Source: an optimization exercise on an open RTL-to-GDS flow (aim: small area). Production flows keep margins and buffers that such runs may drop. Where RTL was checked, it was by simulation tests only, not by an equivalence proof against the original. No activity file was given, so power comes from the tool's default toggle rates.

==> flow/design.v <==
package motion_pkg;
  localparam int num_motors = 2;
  localparam int word_bits  = 64;
  localparam int acc_bits   = 16;   
  localparam int dur_bits   = 16;   
  localparam int op_bits    = 8;
  localparam int free_bits  = 4;
endpackage
`timescale 1ns/1ps
module motion_core (
  input  logic       buffered_clk,
  input  logic       resetn_in,
  input  logic       sck,
  input  logic       cs_n,
  input  logic       copi,
  output logic       cipo,
  output logic [1:0] step,
  output logic [1:0] dir,
  output logic [1:0] enable_out,
  output logic       buffer_dtr,
  output logic       move_done
);
  logic rst;
  always_ff @(posedge buffered_clk) begin
    rst <= ~resetn_in;
  end
  logic [2:0]  sck_s;
  logic [2:0]  cs_s;
  logic        sck_rise, sck_fall, cs_rise, cs_fall;
  logic [63:0] rx;           
  logic [6:0]  bit_cnt;
  logic        cnt64;
  logic        dec;          
  logic [7:0]  op;
  assign sck_rise = sck_s[1] & ~sck_s[2];
  assign sck_fall = ~sck_s[1] & sck_s[2];
  assign cs_rise  = cs_s[1] & ~cs_s[2];
  assign cs_fall  = ~cs_s[1] & cs_s[2];
  assign cnt64    = bit_cnt[6];
  assign dec      = bit_cnt == 7'd68;
  assign op       = rx[63:56];
  always_ff @(posedge buffered_clk) begin
    sck_s <= {sck_s[1:0], sck};
    cs_s  <= {cs_s[1:0], cs_n};
  end
  logic sh1, sh0;
  always_ff @(posedge buffered_clk) begin
    sh1 <= sck_s[0] & ~sck_s[1];
    sh0 <= ~(sck_s[0] & ~sck_s[1]);
    rx  <= ({rx[62:0], copi} & {64{sh1}}) | (rx & {64{sh0}});
  end
  always_ff @(posedge buffered_clk) begin
    if (rst || cs_fall) begin
      bit_cnt <= '0;
    end else if (cnt64 ? (cs_rise || bit_cnt[5:0] != '0) : sck_fall) begin
      bit_cnt <= bit_cnt + 7'd1;
    end
  end
  logic       push;
  logic [7:0] last_op;
  logic [7:0] moves_done;
  logic [3:0] md_wait;
  logic       overflow;
  logic       move_complete;
  logic       full;
  logic       is_enable, is_move, is_clear;
  assign is_enable = op == 8'h01;
  assign is_move   = op == 8'h02;
  assign is_clear  = op == 8'h03;
  always_ff @(posedge buffered_clk) begin
    push <= dec & is_move & ~full;
  end
  always_ff @(posedge buffered_clk) begin
    if (rst) begin
      last_op <= '0;
    end else if (dec) begin
      last_op <= op;
    end
  end
  always_ff @(posedge buffered_clk) begin
    if (rst) begin
      enable_out <= '0;
      moves_done <= '0;
      md_wait    <= '0;
      overflow   <= 1'b0;
    end else begin
      if (dec & is_enable) begin
        enable_out <= rx[49:48];
      end
      if (dec & is_clear) begin
        moves_done <= '0;
        md_wait    <= '0;
      end else if (cs_s[1]) begin
        if (move_complete || md_wait != '0) begin
          moves_done <= moves_done + 8'd1;
        end
        if (md_wait != '0 && !move_complete) begin
          md_wait <= md_wait - 4'd1;
        end
      end else if (move_complete) begin
        md_wait <= md_wait + 4'd1;
      end
      if (dec & is_clear) begin
        overflow <= 1'b0;
      end else if (dec & is_move & full) begin
        overflow <= 1'b1;
      end
    end
  end
  logic [49:0] ring [8];
  logic [2:0]  wr_rel, rd_rel;
  logic        empty;
  logic        pop;
  logic        pend;         
  logic [3:0]  free_slots;
  logic [49:0] head;
  logic        ld;
  assign empty      = (wr_rel == rd_rel) & ~full;
  assign free_slots = {empty, rd_rel - wr_rel};
  logic [2:0]  wr_rel_d;
  logic        full_d, pend_d, wsel1, wsel0;
  assign wr_rel_d = rst ? 3'd0 : wr_rel - {2'b0, ~push};
  assign full_d   = rst ? 1'b0 : pop ? 1'b0 : (push && (wr_rel + 3'd1) == rd_rel) ? 1'b1 : full;
  assign pend_d   = push | (pend & (wr_rel != 3'd1));
  logic [7:0]  rsel;
  always_comb begin
    for (int i = 0; i < 8; i++) begin
      rsel[i] = ld & (rd_rel == 3'(i));
    end
    head = '0;
    for (int i = 0; i < 8; i++) begin
      head = head | ({50{rsel[i]}} & ring[i]);
    end
  end
  always_ff @(posedge buffered_clk) begin
    pend  <= pend_d;
    wsel1 <= ((wr_rel_d == 3'd0) & ~full_d) | (pend_d & (wr_rel_d == 3'd1));
    wsel0 <= ~(((wr_rel_d == 3'd0) & ~full_d) | (pend_d & (wr_rel_d == 3'd1)));
  end
  always_ff @(posedge buffered_clk) begin
    for (int i = 0; i < 7; i++) begin
      ring[i] <= ring[i+1];
    end
    ring[7] <= (rx[49:0] & {50{wsel1}}) | (ring[0] & {50{wsel0}});
  end
  always_ff @(posedge buffered_clk) begin
    if (rst) begin
      rd_rel <= '0;
    end else begin
      rd_rel <= rd_rel - {2'b0, ~pop};
    end
    wr_rel <= wr_rel_d;
    full   <= full_d;
  end
  logic [2:0]  st;
  logic [15:0] rem;
  logic [15:0] inc0, inc1, acc0, acc1;
  logic [4:0]  s0, s1;
  logic [3:0]  r_nib;
  logic        c0, c1;       
  logic        b_in, bw;     
  logic        tick, running, chk, rem_last;
  assign ld       = st == 3'b001;
  assign tick     = st == 3'b111;
  assign running  = st[2] | st[1];
  assign pop      = st == 3'b010;
  assign chk      = st[1] & st[0];
  assign s0       = {1'b0, acc0[3:0]} + {1'b0, inc0[3:0]} + {4'b0, c0};
  assign s1       = {1'b0, acc1[3:0]} + {1'b0, inc1[3:0]} + {4'b0, c1};
  assign step     = {tick & s1[4], tick & s0[4]};
  assign b_in     = (st[1:0] == 2'b00) | bw;
  assign r_nib    = rem[3:0] - {3'b0, b_in};
  assign rem_last = (rem[15:4] == '0) & ((st[2] ? r_nib : rem[3:0]) == '0);
  assign move_complete = chk & rem_last;
  always_ff @(posedge buffered_clk) begin
    inc0 <= {head[39:32], head[47:40]} | ({16{~ld}} & {inc0[3:0], inc0[15:4]});
    inc1 <= {head[23:16], head[31:24]} | ({16{~ld}} & {inc1[3:0], inc1[15:4]});
    rem  <= {head[7:0], head[15:8]} | ({16{~ld}} & {st[2] ? r_nib : rem[3:0], rem[15:4]});
    acc0 <= {st[2] ? s0[3:0] : 4'b0, acc0[15:4]};
    acc1 <= {st[2] ? s1[3:0] : 4'b0, acc1[15:4]};
    c0   <= st[2] & ~chk & s0[4];
    c1   <= st[2] & ~chk & s1[4];
    bw   <= b_in & (rem[3:0] == '0);
  end
  always_ff @(posedge buffered_clk) begin
    if (rst) begin
      st  <= 3'b000;
      dir <= '0;
    end else begin
      dir <= head[49:48] | ({2{~ld}} & dir);
      if ((st == 3'b000 && empty) || move_complete) begin
        st <= 3'b000;
      end else if (tick) begin
        st <= 3'b100;
      end else begin
        st <= st + 3'd1;
      end
    end
  end
  assign buffer_dtr = ~full;
  assign move_done  = empty & ~running;
  logic [3:0] free_snap;
  logic       busy_snap;
  logic [63:0] status;
  always_ff @(posedge buffered_clk) begin
    if (cs_fall) begin
      free_snap <= free_slots;
      busy_snap <= running;
    end
  end
  assign status = {last_op, 40'd0, moves_done, free_snap, overflow, busy_snap, enable_out};
  assign cipo   = ~cnt64 & status[~bit_cnt[5:0]];
endmodule
==> flow/config.mk <==
export PLATFORM = sky130hd
export DESIGN_NAME = motion_core
export DESIGN_NICKNAME = motion_core
export VERILOG_FILES = /design/flow/design.v
export SDC_FILE = /design/flow/constraint.sdc
export NUM_CORES = 4
export LEC_CHECK = 0
export CAP_MARGIN = 20
export CORE_MARGIN = 2
export CORE_UTILIZATION = 40
export SLEW_MARGIN = 20
==> flow/constraint.sdc <==
create_clock -name core_clock -period 10.0 [get_ports {buffered_clk}]
set_input_delay 2.0000 -clock core_clock [delete_from_list [all_inputs] [get_ports {buffered_clk}]]
set_output_delay 2.0000 -clock core_clock [all_outputs]
set_load 0.01 [all_outputs]
standard.sh (not shown) runs the stock make flow with config.mk's settings and CLKGATE_MAP_FILE= SYNTH_SCRIPT=/design/flow/synth_recipe.tcl, a recipe that flattens the netlist after the stock synthesis.
==> flow/flow/run.sh <==
#!/bin/bash
# Layout flow: the standard ORFS flow, except
#  - the combinational logic is mapped with an area-oriented ABC script
#    (flow/abc_area_map.script) in place of ORFS's delay-oriented one; the
#    rest of synthesis is ORFS's, so the registers are the standard ones,
#    which is checked below against a standard synthesis run first;
#  - CTS uses small clock buffers and no dummy loads;
#  - the ports get single-drive buffers.
# Each tool's output goes to a log file in this folder.
set -euo pipefail
RES=orfs/results/sky130hd/motion_core/base

bash standard.sh synth > synth_standard.log 2>&1
mkdir -p synth_standard
cp $RES/1_2_yosys.v synth_standard/

# 2. The same synthesis with the area mapping script
rm -rf alt_scripts && mkdir alt_scripts
for f in "$FLOW_HOME"/scripts/*; do ln -s "$f" alt_scripts/; done
rm alt_scripts/abc_speed.script
cp flow/abc_area_map.script alt_scripts/abc_speed.script
rm -f $RES/1_2_yosys.v $RES/1_2_yosys.sdc $RES/1_synth.odb $RES/1_synth.sdc
SCRIPTS_DIR=$PWD/alt_scripts bash standard.sh synth > synth_area.log 2>&1

# 3. Both netlists must hold the same registers, by name and cell type
regs() { grep -E '^\s*sky130_fd_sc_hd__(s?e?df|dl)[a-z0-9_]* ' "$1" | awk '{print $1, $2}' | sort; }
regs synth_standard/1_2_yosys.v > regs_standard.txt
regs $RES/1_2_yosys.v > regs_area.txt
if ! cmp -s regs_standard.txt regs_area.txt || [ ! -s regs_standard.txt ]; then
  echo "register mismatch: falling back to the standard synthesis" >> synth_area.log
  rm -f $RES/1_2_yosys.v $RES/1_2_yosys.sdc $RES/1_synth.odb $RES/1_synth.sdc
  bash standard.sh synth > synth_standard_again.log 2>&1
fi

# 4. The rest of the standard flow
export CTS_ARGS="-sink_clustering_enable -repair_clock_nets -sink_clustering_size 10 -sink_clustering_max_diameter 45 -buf_list sky130_fd_sc_hd__clkbuf_4 -dont_use_dummy_load"
export BUFFER_PORTS_ARGS="-buffer_cell sky130_fd_sc_hd__buf_1"
bash standard.sh > flow_make.log 2>&1
==> flow/flow/abc_area_map.script <==
strash
&get -n
&fraig -x
&put
scorr
dc2
strash
&get -n
&dch -f
&nf -R 1000 -p
&put
Then changed:
--- a/flow/design.v
+++ b/flow/design.v
@@ -28,7 +28,8 @@
   logic [2:0]  cs_s;
   logic        sck_rise, sck_fall, cs_rise, cs_fall;
   logic [63:0] rx;           
-  logic [6:0]  bit_cnt;
+  logic [6:0]  bit_cnt;      
+  logic [3:0]  rise_d;       
   logic        cnt64;
   logic        dec;          
   logic [7:0]  op;
@@ -37,22 +38,22 @@
   assign cs_rise  = cs_s[1] & ~cs_s[2];
   assign cs_fall  = ~cs_s[1] & cs_s[2];
   assign cnt64    = bit_cnt[6];
-  assign dec      = bit_cnt == 7'd68;
+  assign dec      = rise_d[3] & cnt64;
   assign op       = rx[63:56];
   always_ff @(posedge buffered_clk) begin
     sck_s <= {sck_s[1:0], sck};
     cs_s  <= {cs_s[1:0], cs_n};
   end
-  logic sh1, sh0;
-  always_ff @(posedge buffered_clk) begin
-    sh1 <= sck_s[0] & ~sck_s[1];
-    sh0 <= ~(sck_s[0] & ~sck_s[1]);
-    rx  <= ({rx[62:0], copi} & {64{sh1}}) | (rx & {64{sh0}});
+  always_ff @(posedge buffered_clk) begin
+    rise_d <= {rise_d[2:0], cs_rise};
+    if (sck_rise) begin
+      rx <= {rx[62:0], copi};
+    end
   end
   always_ff @(posedge buffered_clk) begin
     if (rst || cs_fall) begin
       bit_cnt <= '0;
-    end else if (cnt64 ? (cs_rise || bit_cnt[5:0] != '0) : sck_fall) begin
+    end else if (sck_fall && !cnt64) begin
       bit_cnt <= bit_cnt + 7'd1;
     end
   end
@@ -112,16 +113,13 @@
   logic        empty;
   logic        pop;
   logic        pend;         
+  logic        wr_now;
   logic [3:0]  free_slots;
   logic [49:0] head;
   logic        ld;
   assign empty      = (wr_rel == rd_rel) & ~full;
   assign free_slots = {empty, rd_rel - wr_rel};
-  logic [2:0]  wr_rel_d;
-  logic        full_d, pend_d, wsel1, wsel0;
-  assign wr_rel_d = rst ? 3'd0 : wr_rel - {2'b0, ~push};
-  assign full_d   = rst ? 1'b0 : pop ? 1'b0 : (push && (wr_rel + 3'd1) == rd_rel) ? 1'b1 : full;
-  assign pend_d   = push | (pend & (wr_rel != 3'd1));
+  assign wr_now     = ((wr_rel == 3'd0) & ~full) | (pend & (wr_rel == 3'd1));
   logic [7:0]  rsel;
   always_comb begin
     for (int i = 0; i < 8; i++) begin
@@ -133,24 +131,28 @@
     end
   end
   always_ff @(posedge buffered_clk) begin
-    pend  <= pend_d;
-    wsel1 <= ((wr_rel_d == 3'd0) & ~full_d) | (pend_d & (wr_rel_d == 3'd1));
-    wsel0 <= ~(((wr_rel_d == 3'd0) & ~full_d) | (pend_d & (wr_rel_d == 3'd1)));
+    pend <= push | (pend & (wr_rel != 3'd1));
   end
   always_ff @(posedge buffered_clk) begin
     for (int i = 0; i < 7; i++) begin
       ring[i] <= ring[i+1];
     end
-    ring[7] <= (rx[49:0] & {50{wsel1}}) | (ring[0] & {50{wsel0}});
-  end
-  always_ff @(posedge buffered_clk) begin
-    if (rst) begin
+    ring[7] <= wr_now ? rx[49:0] : ring[0];
+  end
+  always_ff @(posedge buffered_clk) begin
+    if (rst) begin
+      wr_rel <= '0;
       rd_rel <= '0;
+      full   <= 1'b0;
     end else begin
+      wr_rel <= wr_rel - {2'b0, ~push};
       rd_rel <= rd_rel - {2'b0, ~pop};
-    end
-    wr_rel <= wr_rel_d;
-    full   <= full_d;
+      if (pop) begin
+        full <= 1'b0;
+      end else if (push && (wr_rel + 3'd1) == rd_rel) begin
+        full <= 1'b1;
+      end
+    end
   end
   logic [2:0]  st;
   logic [15:0] rem;
@@ -159,6 +161,7 @@
   logic [3:0]  r_nib;
   logic        c0, c1;       
   logic        b_in, bw;     
+  logic        zf;           
   logic        tick, running, chk, rem_last;
   assign ld       = st == 3'b001;
   assign tick     = st == 3'b111;
@@ -170,7 +173,7 @@
   assign step     = {tick & s1[4], tick & s0[4]};
   assign b_in     = (st[1:0] == 2'b00) | bw;
   assign r_nib    = rem[3:0] - {3'b0, b_in};
-  assign rem_last = (rem[15:4] == '0) & ((st[2] ? r_nib : rem[3:0]) == '0);
+  assign rem_last = st[2] ? (zf & (r_nib == '0)) : (rem == '0);
   assign move_complete = chk & rem_last;
   always_ff @(posedge buffered_clk) begin
     inc0 <= {head[39:32], head[47:40]} | ({16{~ld}} & {inc0[3:0], inc0[15:4]});
@@ -181,6 +184,7 @@
     c0   <= st[2] & ~chk & s0[4];
     c1   <= st[2] & ~chk & s1[4];
     bw   <= b_in & (rem[3:0] == '0);
+    zf   <= ((st[1:0] == 2'b00) | zf) & (r_nib == '0);
   end
   always_ff @(posedge buffered_clk) begin
     if (rst) begin
The changed run ran to the end with no violations; power goes up by 25%; worst setup slack is worse by 0.058 ns; register-to-register slack loses 0.28 ns; flip-flop and latch count is higher by 1; first-iteration DRC count came out higher by about 5%.

---

== v6 ==
motion_core, a different RTL version from the one above (not shown whole).
For scale: about 14 I/O pins, roughly 19000 µm² of cells after synthesis.
==> module motion_core, before the edit <==
module motion_core (
  input  logic       buffered_clk,
  input  logic       resetn_in,
  input  logic       sck,
  input  logic       cs_n,
  input  logic       copi,
  output logic       cipo,
  output logic [1:0] step,
  output logic [1:0] dir,
  output logic [1:0] enable_out,
  output logic       buffer_dtr,
  output logic       move_done
);
  logic rst;
  always_ff @(posedge buffered_clk) begin
    rst <= ~resetn_in;
  end
  logic [2:0]  sck_s;
  logic [2:0]  cs_s;
  logic        sck_rise, sck_fall, cs_rise, cs_fall;
  logic [63:0] rx;           
  logic [6:0]  bit_cnt;      
  logic [3:0]  rise_d;       
  logic        cnt64;
  logic        dec;          
  logic [7:0]  op;
  assign sck_rise = sck_s[1] & ~sck_s[2];
  assign sck_fall = ~sck_s[1] & sck_s[2];
  assign cs_rise  = cs_s[1] & ~cs_s[2];
  assign cs_fall  = ~cs_s[1] & cs_s[2];
  assign cnt64    = bit_cnt[6];
  assign dec      = rise_d[3] & cnt64;
  assign op       = rx[63:56];
  always_ff @(posedge buffered_clk) begin
    if (rst) begin
      sck_s <= '0;
      cs_s  <= '1;
    end else begin
      sck_s <= {sck_s[1:0], sck};
      cs_s  <= {cs_s[1:0], cs_n};
    end
  end
  always_ff @(posedge buffered_clk) begin
    rise_d <= {rise_d[2:0], cs_rise};
    if (sck_rise) begin
      rx <= {rx[62:0], copi};
    end
  end
  always_ff @(posedge buffered_clk) begin
    if (rst || cs_fall) begin
      bit_cnt <= '0;
    end else if (sck_fall && !cnt64) begin
      bit_cnt <= bit_cnt + 7'd1;
    end
  end
  logic       push;
  logic [7:0] last_op;
  logic [7:0] moves_done;
  logic       overflow;
  logic       move_complete;
  logic       full;
  logic       is_enable, is_move, is_clear;
  assign is_enable = op == 8'h01;
  assign is_move   = op == 8'h02;
  assign is_clear  = op == 8'h03;
  always_ff @(posedge buffered_clk) begin
    if (rst) begin
      last_op <= '0;
    end else if (dec) begin
      last_op <= op;
    end
  end
  always_ff @(posedge buffered_clk) begin
    if (rst) begin
      push       <= 1'b0;
      enable_out <= '0;
      moves_done <= '0;
      overflow   <= 1'b0;
    end else begin
      push <= dec & is_move & ~full;
      if (dec & is_enable) begin
        enable_out <= rx[49:48];
      end
      if (dec & is_clear) begin
        moves_done <= '0;
      end else if (move_complete) begin
        moves_done <= moves_done + 8'd1;
      end
      if (dec & is_clear) begin
        overflow <= 1'b0;
      end else if (dec & is_move & full) begin
        overflow <= 1'b1;
      end
    end
  end
  logic [49:0] ring [8];
  logic [2:0]  wr_rel, rd_rel;
  logic        empty;
  logic        pop;
  logic        pend;         
  logic        wr_now;
  logic [3:0]  free_slots;
  logic [49:0] head;
  assign empty      = (wr_rel == rd_rel) & ~full;
  assign free_slots = {empty, rd_rel - wr_rel};
  assign wr_now     = ((wr_rel == 3'd0) & ~full) | (pend & (wr_rel == 3'd1));
  assign head       = ring[rd_rel];
  always_ff @(posedge buffered_clk) begin
    for (int i = 0; i < 7; i++) begin
      ring[i] <= ring[i+1];
    end
    ring[7] <= wr_now ? rx[49:0] : ring[0];
  end
  always_ff @(posedge buffered_clk) begin
    if (rst) begin
      wr_rel <= '0;
      rd_rel <= '0;
      full   <= 1'b0;
      pend   <= 1'b0;
    end else begin
      wr_rel <= wr_rel - {2'b0, ~push};
      rd_rel <= rd_rel - {2'b0, ~pop};
      pend   <= push | (pend & (wr_rel != 3'd1));
      if (pop) begin
        full <= 1'b0;
      end else if (push && (wr_rel + 3'd1) == rd_rel) begin
        full <= 1'b1;
      end
    end
  end
  logic [2:0]  st;
  logic [15:0] rem;
  logic [15:0] inc0, inc1, acc0, acc1;
  logic [4:0]  s0, s1;
  logic [3:0]  r_nib;
  logic        c0, c1;       
  logic        b_in, bw;     
  logic        zf;           
  logic        ld, tick, running, chk, rem_last;
  assign ld       = st == 3'b001;
  assign tick     = st == 3'b111;
  assign running  = st[2] | st[1];
  assign pop      = st == 3'b010;
  assign chk      = st[1] & st[0];
  assign s0       = {1'b0, acc0[3:0]} + {1'b0, inc0[3:0]} + {4'b0, c0};
  assign s1       = {1'b0, acc1[3:0]} + {1'b0, inc1[3:0]} + {4'b0, c1};
  assign step     = {tick & s1[4], tick & s0[4]};
  assign b_in     = (st[1:0] == 2'b00) | bw;
  assign r_nib    = rem[3:0] - {3'b0, b_in};
  assign rem_last = st[2] ? (zf & (r_nib == '0)) : (rem == '0);
  assign move_complete = chk & rem_last;
  always_ff @(posedge buffered_clk) begin
    if (ld) begin
      inc0 <= {head[39:32], head[47:40]};
      inc1 <= {head[23:16], head[31:24]};
      rem  <= {head[7:0], head[15:8]};
    end else begin
      inc0 <= {inc0[3:0], inc0[15:4]};
      inc1 <= {inc1[3:0], inc1[15:4]};
      rem  <= {st[2] ? r_nib : rem[3:0], rem[15:4]};
    end
    acc0 <= st[2] ? {s0[3:0], acc0[15:4]} : '0;
    acc1 <= st[2] ? {s1[3:0], acc1[15:4]} : '0;
    c0   <= st[2] & ~chk & s0[4];
    c1   <= st[2] & ~chk & s1[4];
    bw   <= b_in & (rem[3:0] == '0);
    zf   <= ((st[1:0] == 2'b00) | zf) & (r_nib == '0);
  end
  always_ff @(posedge buffered_clk) begin
    if (rst) begin
      st  <= 3'b000;
      dir <= '0;
    end else begin
      if (ld) begin
        dir <= head[49:48];
      end
      if ((st == 3'b000 && empty) || move_complete) begin
        st <= 3'b000;
      end else if (tick) begin
        st <= 3'b100;
      end else begin
        st <= st + 3'd1;
      end
    end
  end
  assign buffer_dtr = ~full;
  assign move_done  = empty & ~running;
  logic [7:0] md_snap;
  logic [3:0] free_snap;
  logic       busy_snap;
  logic [63:0] status;
  always_ff @(posedge buffered_clk) begin
    if (cs_fall) begin
      md_snap   <= moves_done;
      free_snap <= free_slots;
      busy_snap <= running;
    end
  end
  assign status = {last_op, 40'd0, md_snap, free_snap, overflow, busy_snap, enable_out};
  assign cipo   = ~cnt64 & status[~bit_cnt[5:0]];
endmodule
Settings: LEC_CHECK=0, CAP_MARGIN=20, CORE_MARGIN=2, CORE_UTILIZATION=40, CTS_BUF_LIST=sky130_fd_sc_hd__clkbuf_8, CTS_CLUSTER_DIAMETER=50, CTS_CLUSTER_SIZE=16, SLEW_MARGIN=20; clock period 10.0 ns.
run.sh (not shown) runs the stock make flow with config.mk's settings and CLKGATE_MAP_FILE= SYNTH_SCRIPT=/design/flow/synth_recipe.tcl, a recipe that flattens the netlist after the stock synthesis.
Stock flow here: none of the scripts above is used.
The following lists how v7 was set up differently from v6:
--- a/flow/design.v
+++ b/flow/design.v
@@ -108,14 +108,24 @@
   logic        pop;
   logic        pend;         
   logic        wr_now;
   logic [3:0]  free_slots;
   logic [49:0] head;
+  logic        ld;
   assign empty      = (wr_rel == rd_rel) & ~full;
   assign free_slots = {empty, rd_rel - wr_rel};
   assign wr_now     = ((wr_rel == 3'd0) & ~full) | (pend & (wr_rel == 3'd1));
-  assign head       = ring[rd_rel];
+  logic [7:0]  rsel;
+  always_comb begin
+    for (int i = 0; i < 8; i++) begin
+      rsel[i] = ld & (rd_rel == 3'(i));
+    end
+    head = '0;
+    for (int i = 0; i < 8; i++) begin
+      head = head | ({50{rsel[i]}} & ring[i]);
+    end
+  end
   always_ff @(posedge buffered_clk) begin
     for (int i = 0; i < 7; i++) begin
       ring[i] <= ring[i+1];
     end
     ring[7] <= wr_now ? rx[49:0] : ring[0];
@@ -143,11 +153,11 @@
   logic [4:0]  s0, s1;
   logic [3:0]  r_nib;
   logic        c0, c1;       
   logic        b_in, bw;     
   logic        zf;           
-  logic        ld, tick, running, chk, rem_last;
+  logic        tick, running, chk, rem_last;
   assign ld       = st == 3'b001;
   assign tick     = st == 3'b111;
   assign running  = st[2] | st[1];
   assign pop      = st == 3'b010;
   assign chk      = st[1] & st[0];
@@ -157,19 +167,13 @@
   assign b_in     = (st[1:0] == 2'b00) | bw;
   assign r_nib    = rem[3:0] - {3'b0, b_in};
   assign rem_last = st[2] ? (zf & (r_nib == '0)) : (rem == '0);
   assign move_complete = chk & rem_last;
   always_ff @(posedge buffered_clk) begin
-    if (ld) begin
-      inc0 <= {head[39:32], head[47:40]};
-      inc1 <= {head[23:16], head[31:24]};
-      rem  <= {head[7:0], head[15:8]};
-    end else begin
-      inc0 <= {inc0[3:0], inc0[15:4]};
-      inc1 <= {inc1[3:0], inc1[15:4]};
-      rem  <= {st[2] ? r_nib : rem[3:0], rem[15:4]};
-    end
+    inc0 <= {head[39:32], head[47:40]} | ({16{~ld}} & {inc0[3:0], inc0[15:4]});
+    inc1 <= {head[23:16], head[31:24]} | ({16{~ld}} & {inc1[3:0], inc1[15:4]});
+    rem  <= {head[7:0], head[15:8]} | ({16{~ld}} & {st[2] ? r_nib : rem[3:0], rem[15:4]});
     acc0 <= st[2] ? {s0[3:0], acc0[15:4]} : '0;
     acc1 <= st[2] ? {s1[3:0], acc1[15:4]} : '0;
     c0   <= st[2] & ~chk & s0[4];
     c1   <= st[2] & ~chk & s1[4];
     bw   <= b_in & (rem[3:0] == '0);
@@ -178,13 +182,11 @@
   always_ff @(posedge buffered_clk) begin
     if (rst) begin
       st  <= 3'b000;
       dir <= '0;
     end else begin
-      if (ld) begin
-        dir <= head[49:48];
-      end
+      dir <= head[49:48] | ({2{~ld}} & dir);
       if ((st == 3'b000 && empty) || move_complete) begin
         st <= 3'b000;
       end else if (tick) begin
         st <= 3'b100;
       end else begin
## What came out
- Across v6 and v7, none had a timing, DRC or antenna violation.
- From v7 to v6, total buffers and inverters traversed by the critical path did not move at all.
- Hold slack on v7 is up relative to v6.
- Core utilization essentially unchanged between v7 and v6.
- From v6 to v7 the numbers moved as follows: routed wire length on met2 saw a decrease; effective utilization at floorplan saw little to no change; first-pass GRT wire length saw a decrease; final worst slack saw an increase.
- Cmp v7 vs v6: design area lower in v7
- Compared with v6, v7 shows a lower die span in y.
- Compared v7 vs v6, and global-route met1 utilization is up in v7.
Only the layout flow was run in v7; the RTL was not checked for function there.

-- afterwards: timing with drivers on the ports --
How much do the figures lean on ideal ports? The routed layouts below were timed once more, with nothing changed but the port constraints. Step 1, drivers: a clkbuf_16 drives buffered_clk and a buf_2 each remaining input, both assumed. Step 2, shift: input delay + t, output delay - t, t = (earliest + latest rising clock arrival at the registers) / 2. This alone moves slack from input paths to output paths. Slacks: ideal / step 1 / step 2; pairs: ideal / step 1.
run	t (ns)	setup slack, ns	worst slew at a driven data input, ns	cell pins on the clock port's net
the first run of note 1	0.754	5.537 / 5.490 / 6.243	0.03	1
the second run of note 1	0.760	5.479 / 5.431 / 6.190	0.03	1
v6	0.675	4.766 / 4.714 / 5.390	0.03	1
v7	0.674	4.987 / 4.935 / 5.609	0.03	1
After both steps setup and hold are still met in every run listed.
